From an optimization exercise on the open Yosys and OpenROAD flow, aimed at small area; shortcuts taken in it are not production practice. At most, simulation tests tie the RTL to the original design; equivalence was not proved. Power figures rest on the tool's default switching activity, not on a simulated workload.

Design ahb_bridge_front, start of the top module:
module ahb_bridge_front
(
        input  logic            Hclk,
        input  logic            Hresetn,
        input  logic [1:0]      Htrans,
        input  logic [2:0]      Hsize,
        input  logic [31:0]     Haddr,
        input  logic            Hwrite,
        input  logic [31:0]     Hwdata,
        input  logic            Hreadyin,
        input  logic            Hreadyout_in,
        output logic [1:0]      Hresp,
        output logic            Hreadyout,
        output logic [3:0]      Pselx_out,
        output logic            valid,
        output logic [31:0]     config_reg_data
);
Size in the first run: roughly 280 flip-flops.
Settings: LEC_CHECK=0, CAP_MARGIN=10, CORE_MARGIN=2, CORE_UTILIZATION=65, PLACE_DENSITY=0.75, SLEW_MARGIN=10, SYNTH_HIERARCHICAL=1, SYNTH_MINIMUM_KEEP_SIZE=0; clock period 12.0 ns.
standard.sh (not shown) runs the stock make flow with config.mk's settings and CLKGATE_MAP_FILE= SYNTH_SCRIPT=/design/flow/synth_recipe.tcl, a recipe that flattens the netlist after the stock synthesis.
==> flow/flow/run.sh <==
#!/bin/bash
# The standard layout (the standard.sh) with two changes:
#  - port buffers are the smallest buffer cell instead of a delay buffer;
#  - clock tree sinks are clustered in larger groups, without dummy loads.
set -euo pipefail
export BUFFER_PORTS_ARGS="-buffer_cell sky130_fd_sc_hd__buf_1"
export CTS_ARGS="-sink_clustering_enable -repair_clock_nets -sink_clustering_size 20 -sink_clustering_max_diameter 60 -buf_list {sky130_fd_sc_hd__clkbuf_8 sky130_fd_sc_hd__clkbuf_16} -dont_use_dummy_load"
bash standard.sh finish > standard_flow.log 2>&1
The starting point produced a clean layout.
Rerun with:
==> flow/flow/run.sh (replaced) <==
#!/bin/bash
# The standard layout (the standard.sh) with two changes:
#  - port buffers are the smallest buffer cell instead of a delay buffer;
#  - clock tree sinks are clustered in larger groups, without dummy loads.
set -euo pipefail
export BUFFER_PORTS_ARGS="-buffer_cell sky130_fd_sc_hd__buf_1"
export CTS_ARGS="-sink_clustering_enable -repair_clock_nets -sink_clustering_size 18 -sink_clustering_max_diameter 60 -buf_list sky130_fd_sc_hd__clkbuf_8 -dont_use_dummy_load"
bash standard.sh finish > standard_flow.log 2>&1
Setup slack improves by 0.047 ns; synthesized area does not change; die area stays the same; final cell count is unchanged.
Rerun with:
Settings changed: CORE_UTILIZATION 65 to 75, PLACE_DENSITY 0.75 to 0.85.
Outcome: Cell area drops by 0.52%. Sequential share of layout area climbs by 0.26 points. Count of clock-buffer cells in the layout stays the same. Via count climbs by 3.1%. Worst setup slack gets worse by 0.11 ns. Clock power hardly moves. Sequential power hardly moves. Maximum frequency drops by 0.96%. Routed wire length climbs by 2.3%. Cell count drops by 3.0%.

========
Another version of the RTL of ahb_bridge_front (not shown whole).
Size in the first run: about 1300 cells after synthesis, ~270 flip-flops, about 0.015 mm2 of cells after synthesis.
## ahb_bridge_front
module ahb_bridge_front
(
        input  logic            Hclk,
        input  logic            Hresetn,
        input  logic [1:0]      Htrans,
        input  logic [2:0]      Hsize,
        input  logic [31:0]     Haddr,
        input  logic            Hwrite,
        input  logic [31:0]     Hwdata,
        input  logic            Hreadyin,
        input  logic            Hreadyout_in,
        output logic [1:0]      Hresp,
        output logic            Hreadyout,
        output logic [3:0]      Pselx_out,
        output logic            valid,
        output logic [31:0]     config_reg_data
);
        logic   cfg_hit;
        logic   active;
        logic   addr_phase;
        logic   cfg_wr;
        assign cfg_hit    = ~|Haddr[31:4] & (~Haddr[3] | ~|Haddr[2:0]);
        assign active     = Htrans[1];
        assign addr_phase = Hreadyin & active;
        assign cfg_wr     = Hwrite & cfg_hit;
        logic   err_e;
        logic   err_f;
        logic   oversize;
        logic   misaligned;
        logic   seq;
        logic   seq_bad;
        logic   bad;
        logic   error;
        logic [1:0]     p_k;
        logic           p_w;
        assign seq        = Htrans[1] & Htrans[0];
        assign oversize   = Hsize[2] | (Hsize[1] & Hsize[0]);
        assign misaligned = ~cfg_hit & ((Hsize[0] & Haddr[0]) | (Hsize[1] & (Haddr[1] | Haddr[0])));
        assign seq_bad    = (p_k == 2'd3) ? p_w : ({p_k, p_w} != {Hsize[1:0], Hwrite});
  ...
clock: 12.0 ns
lec_check: 0
cap_margin: 10
core_margin: 2
core_utilization: 65
gpl_timing_driven: 0
place_density: 0.75
slew_margin: 10
synth_hierarchical: 1
synth_minimum_keep_size: 0
==> flow/flow/run.sh <==
#!/bin/bash
# The standard layout (the standard.sh) with two changes:
#  - port buffers are the smallest buffer cell instead of a delay buffer;
#  - clock tree sinks are clustered in larger groups, without dummy loads.
set -euo pipefail
export BUFFER_PORTS_ARGS="-buffer_cell sky130_fd_sc_hd__buf_1"
export CTS_ARGS="-sink_clustering_enable -repair_clock_nets -sink_clustering_size 10 -sink_clustering_max_diameter 50 -buf_list sky130_fd_sc_hd__clkbuf_4 -dont_use_dummy_load"
bash standard.sh finish > standard_flow.log 2>&1
Change:
==> flow/flow/run.sh (replaced) <==
#!/bin/bash
# The standard layout (the standard.sh) with two changes:
#  - port buffers are the smallest buffer cell instead of a delay buffer;
#  - clock tree sinks are clustered in larger groups, without dummy loads.
set -euo pipefail
export BUFFER_PORTS_ARGS="-buffer_cell sky130_fd_sc_hd__buf_1"
export CTS_ARGS="-sink_clustering_enable -repair_clock_nets -sink_clustering_size 14 -sink_clustering_max_diameter 45 -buf_list sky130_fd_sc_hd__clkbuf_8 -dont_use_dummy_load"
bash standard.sh finish > standard_flow.log 2>&1
GPL_TIMING_DRIVEN = not set   (was 0)
After rerunning: Critical path depth climbs by 2; total power rose by 6.5%; area after synthesis does not change.
Change:
==> flow/flow/run.sh (replaced) <==
#!/bin/bash
# The standard layout (the standard.sh) with two changes:
#  - port buffers are the smallest buffer cell instead of a delay buffer;
#  - clock tree sinks are clustered in larger groups, without dummy loads.
set -euo pipefail
export BUFFER_PORTS_ARGS="-buffer_cell sky130_fd_sc_hd__buf_1"
export CTS_ARGS="-sink_clustering_enable -repair_clock_nets -sink_clustering_size 10 -sink_clustering_max_diameter 50 -buf_list sky130_fd_sc_hd__clkbuf_4 -dont_use_dummy_load"
bash standard.sh finish > standard_flow.log 2>&1
What happened: The changed run completed without violations. Non-clock buffer count stays the same. Total power came out lower by 6.1%. Die area does not change. Critical path depth does not change. Design area came out lower by 1.0%. Synthesized cell count is unchanged.

========
Another version of the RTL of ahb_bridge_front (not shown whole).
For scale: ~1300 cells after synthesis, ~270 flip-flops, about 110 I/O pins, roughly 0.015 mm^2 of cells after synthesis.
clock: 12.0 ns
lec_check: 0
cap_margin: 0
core_margin: 2
core_utilization: 70
place_density: 0.8
slew_margin: 0
synth_hierarchical: 1
synth_minimum_keep_size: 0
==> flow/flow/run.sh <==
#!/bin/bash
# The standard layout (the standard.sh) with two changes:
#  - port buffers are the smallest buffer cell instead of a delay buffer;
#  - clock tree sinks are clustered in larger groups, without dummy loads.
set -euo pipefail
export BUFFER_PORTS_ARGS="-buffer_cell sky130_fd_sc_hd__buf_1"
export CTS_ARGS="-sink_clustering_enable -repair_clock_nets -sink_clustering_size 10 -sink_clustering_max_diameter 50 -buf_list sky130_fd_sc_hd__clkbuf_4 -dont_use_dummy_load"
bash standard.sh finish > standard_flow.log 2>&1
The first run passed the timing, design-rule and antenna checks.
==> next run, changes <==
==> flow/flow/run.sh (replaced) <==
#!/bin/bash
# The standard layout (the standard.sh) with two changes:
#  - port buffers are the smallest buffer cell instead of a delay buffer;
#  - clock tree sinks are clustered in larger groups, without dummy loads.
set -euo pipefail
export BUFFER_PORTS_ARGS="-buffer_cell sky130_fd_sc_hd__buf_1"
export CTS_ARGS="-sink_clustering_enable -repair_clock_nets -sink_clustering_size 18 -sink_clustering_max_diameter 60 -buf_list sky130_fd_sc_hd__clkbuf_8 -dont_use_dummy_load"
bash standard.sh finish > standard_flow.log 2>&1
CAP_MARGIN = 10   (was 0)
CORE_UTILIZATION = 65   (was 70)
PLACE_DENSITY = 0.75   (was 0.8)
SLEW_MARGIN = 10   (was 0)
Effect:
- The new run ran to the end with no violations
- cell area rises by 0.64%
- area after synthesis does not change
- clock skew barely changes
- combinational power is about the same
- final cell count rises by 1.6%
- fmax rises by 1.3%
- setup slack is better by 150 ps

========
## lane 1
The RTL this note starts from:
==> flow/design.v <==
package ahb_pkg;
        typedef logic [31:0] word_t;
endpackage
package bridge_cfg_pkg;
        typedef logic [3:0] slave_sel_t;
endpackage
module ahb_bridge_front
(
        input  logic            Hclk,
        input  logic            Hresetn,
        input  logic [1:0]      Htrans,
        input  logic [2:0]      Hsize,
        input  logic [31:0]     Haddr,
        input  logic            Hwrite,
        input  logic [31:0]     Hwdata,
        input  logic            Hreadyin,
        input  logic            Hreadyout_in,
        output logic [1:0]      Hresp,
        output logic            Hreadyout,
        output logic [3:0]      Pselx_out,
        output logic            valid,
        output logic [31:0]     config_reg_data
);
        logic   cfg_hit;
        logic   active;
        logic   addr_phase;
        logic   cfg_wr;
        assign cfg_hit    = ~|Haddr[31:4] & (~Haddr[3] | ~|Haddr[2:0]);
        assign active     = Htrans[1];
        assign addr_phase = Hreadyin & active;
        assign cfg_wr     = Hwrite & cfg_hit;
        logic   err_e;
        logic   err_f;
        logic   p_idle;          
        logic   p_nonseq;        
        logic [2:0] p_size;
        logic   p_write;
        logic   oversize;
        logic   misaligned;
        logic   seq;
        logic   bad;
        logic   error;
        assign seq        = Htrans[1] & Htrans[0];
        assign oversize   = Hsize[2] | (Hsize[1] & Hsize[0]);
        assign misaligned = ~cfg_hit & ((Hsize[0] & Haddr[0]) | (Hsize[1] & (Haddr[1] | Haddr[0])));
        assign bad        = oversize | misaligned |
                            (seq & p_idle) |
                            (seq & p_nonseq & ((Hsize != p_size) | (Hwrite != p_write)));
        assign error      = addr_phase & ~err_e & bad;
        always_ff @(posedge Hclk or negedge Hresetn)
        begin
                if (!Hresetn)
                begin
                        err_e    <= 1'b0;
                        err_f    <= 1'b0;
                        p_idle   <= 1'b1;
                        p_nonseq <= 1'b0;
                end
                else
                begin
                        err_e    <= error | err_f;
                        err_f    <= error;
                        p_idle   <= (Htrans == 2'b00);
                        p_nonseq <= (Htrans == 2'b10);
                end
        end
        always_ff @(posedge Hclk)
        begin
                p_size  <= Hsize;
                p_write <= Hwrite;
        end
        assign Hresp     = {err_e, 1'b0};
        assign Hreadyout = err_e ? ~err_f : (cfg_wr | Hreadyout_in);
        assign valid     = Hreadyin & ~err_e & active & ~cfg_wr;
        logic [31:0]    base [0:3];
        logic [31:0]    len  [0:3];
        logic [3:0]     wr_tgt;          
        logic [3:0]     rd_sel;          
        logic [8:1]     wr_en;
        always_ff @(posedge Hclk or negedge Hresetn)
        begin
                if (!Hresetn)
                        wr_tgt <= 4'd0;
                else
                        wr_tgt <= (addr_phase & cfg_wr) ? Haddr[3:0] : 4'd0;
        end
        always_comb
        begin
                for (int k = 1; k < 8; k++)
                        wr_en[k] = ~err_e & (wr_tgt[2:0] == 3'(k));
                wr_en[8] = ~err_e & wr_tgt[3];
        end
        always_ff @(posedge Hclk or negedge Hresetn)
        begin
                if (!Hresetn)
                begin
                        base[0] <= 32'h8000_0000;
                        base[1] <= 32'h8400_0000;
                        base[2] <= 32'h8800_0000;
                        base[3] <= 32'h8C00_0000;
                        for (int i = 0; i < 4; i++)
                                len[i] <= 32'h0000_03FF;
                end
                else
                begin
                        for (int i = 0; i < 4; i++)
                        begin
                                if (wr_en[2 * i + 1])
                                        base[i] <= Hwdata;
                                if (wr_en[2 * i + 2])
                                        len[i] <= Hwdata;
                        end
                end
        end
        always_ff @(posedge Hclk or negedge Hresetn)
        begin
                if (!Hresetn)
                        rd_sel <= 4'd0;
                else if (Hreadyin)
                        rd_sel <= (active & ~Hwrite & cfg_hit) ? Haddr[3:0] : 4'd0;
        end
        always_comb
        begin
                if (rd_sel[3])
                        config_reg_data = len[3];
                else
                        case (rd_sel[2:0])
                        3'd1:    config_reg_data = base[0];
                        3'd2:    config_reg_data = len[0];
                        3'd3:    config_reg_data = base[1];
                        3'd4:    config_reg_data = len[1];
                        3'd5:    config_reg_data = base[2];
                        3'd6:    config_reg_data = len[2];
                        3'd7:    config_reg_data = base[3];
                        default: config_reg_data = 32'd0;
                        endcase
        end
        function automatic logic [1:0] carry_tree(input logic [31:0] g, input logic [31:0] p);
                logic [31:0] gg;
                logic [31:0] pp;
                gg = g;
                pp = p;
                for (int w = 1; w < 32; w = w * 2)
                        for (int i = 0; i < 32; i = i + 2 * w)
                        begin
                                gg[i] = gg[i + w] | (pp[i + w] & gg[i]);
                                pp[i] = pp[i + w] & pp[i];
                        end
                carry_tree = {gg[0], pp[0]};
        endfunction
        logic [31:0]    naddr;
        assign naddr = ~Haddr;
        for (genvar i = 0; i < 4; i++)
        begin : g_dec
                logic [31:0]    s;       
                logic [31:0]    k;       
                logic [31:0]    kk;
                logic [1:0]     lo;
                logic [1:0]     hi;
                assign s  = base[i] ^ len[i] ^ naddr;
                assign k  = (base[i] & len[i]) | (base[i] & naddr) | (len[i] & naddr);
                assign kk = {k[30:0], 1'b0};
                assign lo = carry_tree(Haddr & ~base[i], Haddr | ~base[i]);
                assign hi = carry_tree(s & kk, s | kk);
                assign Pselx_out[i] = (lo[1] | lo[0]) & (k[31] | hi[1]);
        end
endmodule
Settings: LEC_CHECK=0, CAP_MARGIN=20, CORE_MARGIN=2, CORE_UTILIZATION=65, PLACE_DENSITY=0.75, SLEW_MARGIN=20; clock period 12.0 ns.
run.sh (not shown) runs the stock make flow with config.mk's settings and CLKGATE_MAP_FILE= SYNTH_SCRIPT=/design/flow/synth_recipe.tcl, a recipe that flattens the netlist after the stock synthesis.
Stock flow here: none of the scripts above is used.
Lane 1 finished end to end and its layout was clean on timing, DRC and antenna.
Input-level comparison between lane 2 and lane 1:
==> flow/flow/run.sh (new file) <==
#!/bin/bash
# Standard layout, with the port buffers taken as the smallest buffer cell.
set -euo pipefail
export BUFFER_PORTS_ARGS="-buffer_cell sky130_fd_sc_hd__buf_1"
bash standard.sh finish > standard_flow.log 2>&1
==> flow/standard.sh (new file) <==
#!/bin/bash
# synth_recipe.tcl (not shown) runs the flow's synth.tcl, then flattens the netlist and writes it again
# the make line also repeats each setting of config.mk as NAME=value (left out here)
make -C /OpenROAD-flow-scripts/flow DESIGN_CONFIG=/design/flow/config.mk WORK_HOME=/design/flow/orfs CLKGATE_MAP_FILE= SYNTH_SCRIPT=/design/flow/synth_recipe.tcl "${@:-finish}"
diff --git a/flow/config.mk b/flow/config.mk
--- a/flow/config.mk
+++ b/flow/config.mk
@@ -10,0 +11 @@
+export CTS_BUF_LIST = sky130_fd_sc_hd__clkbuf_4 sky130_fd_sc_hd__clkbuf_8
removed: flow/run.sh
Notes after the runs:
- The clock buffer instance count of the final layout in lane 2 is 1.7 times that in lane 1.
- Lane 2 ends up with a non-clock buffer count in the final layout that is about 3% higher than in lane 1.
- Clock network latency to the later pin of the worst-skew pair (lower): lane 1
- Comparing lane 2 with lane 1, the number of buffers and inverters on the critical path came out essentially unchanged.
- From lane 1 to lane 2 the numbers moved as follows: maximum number of pins on one net before global-route repair went up by 26, via count fell by about 2%.
- Lane 1 ended up with Haddr[30] as its first element of the critical path; lane 2 ended up with Haddr[19].
- Lane 1 → lane 2: maximum VDD drop went down by about 4.5%; first-pass GRT wire length dropped 890 um; power share of the clock group went down.
No run of this note included a check of the RTL's function; only the layout flow was run.

-- port drivers added, routing unchanged --
How much do the figures lean on ideal ports? The routed layouts below were timed once more, with nothing changed but the port constraints.
Step 1: set_driving_cell puts a clkbuf_16 on Hclk and a buf_2 on each other input, an assumption about the parent block.
Step 2 times the ports against the registers' clock, not the clock port: input delays grow and output delays shrink by t, the midpoint of the rising clock arrivals with the driver on.
Three values: ideal, step 1, step 2; two values: the first two.
run	t (ns)	setup slack, ns	hold WS [ns]	worst setup path at the end	worst register clock-pin slew, ns
the first run of note 1	0.555	0.662 / 0.642 / 0.642	0.478 / 0.478 / 0.478	input to output	0.08 / 0.08
the second run of note 1	0.595	0.709 / 0.689 / 0.689	0.485 / 0.485 / 0.485	input to output	0.11 / 0.11
the third run of note 1	0.595	0.600 / 0.579 / 0.579	0.483 / 0.483 / 0.483	input to output	0.12 / 0.12
the first run of note 2	0.688	0.566 / 0.534 / 0.534	0.511 / 0.511 / 0.511	input to output	0.10 / 0.10
the second run of note 2	0.627	0.659 / 0.628 / 0.628	0.480 / 0.480 / 0.480	input to output	0.08 / 0.08
the third run of note 2	0.664	0.421 / 0.394 / 0.394	0.487 / 0.487 / 0.487	input to output	0.12 / 0.12
the first run of note 3	0.766	0.447 / 0.418 / 0.418	0.486 / 0.486 / 0.486	input to output	0.12 / 0.12
the second run of note 3	0.607	0.594 / 0.555 / 0.555	0.489 / 0.489 / 0.489	input to output	0.12 / 0.12
lane 1	0.625	3.041 / 3.019 / 3.019	0.475 / 0.475 / 0.475	input to output	0.07 / 0.07
lane 2	0.632	3.831 / 3.802 / 3.802	0.490 / 0.490 / 0.490	input to output	0.07 / 0.07
After both steps setup and hold are still met in every run listed. For the second run of note 3, which loses most, drivers alone change the setup slack by -0.039 ns; drivers and shift together by -0.039 ns.
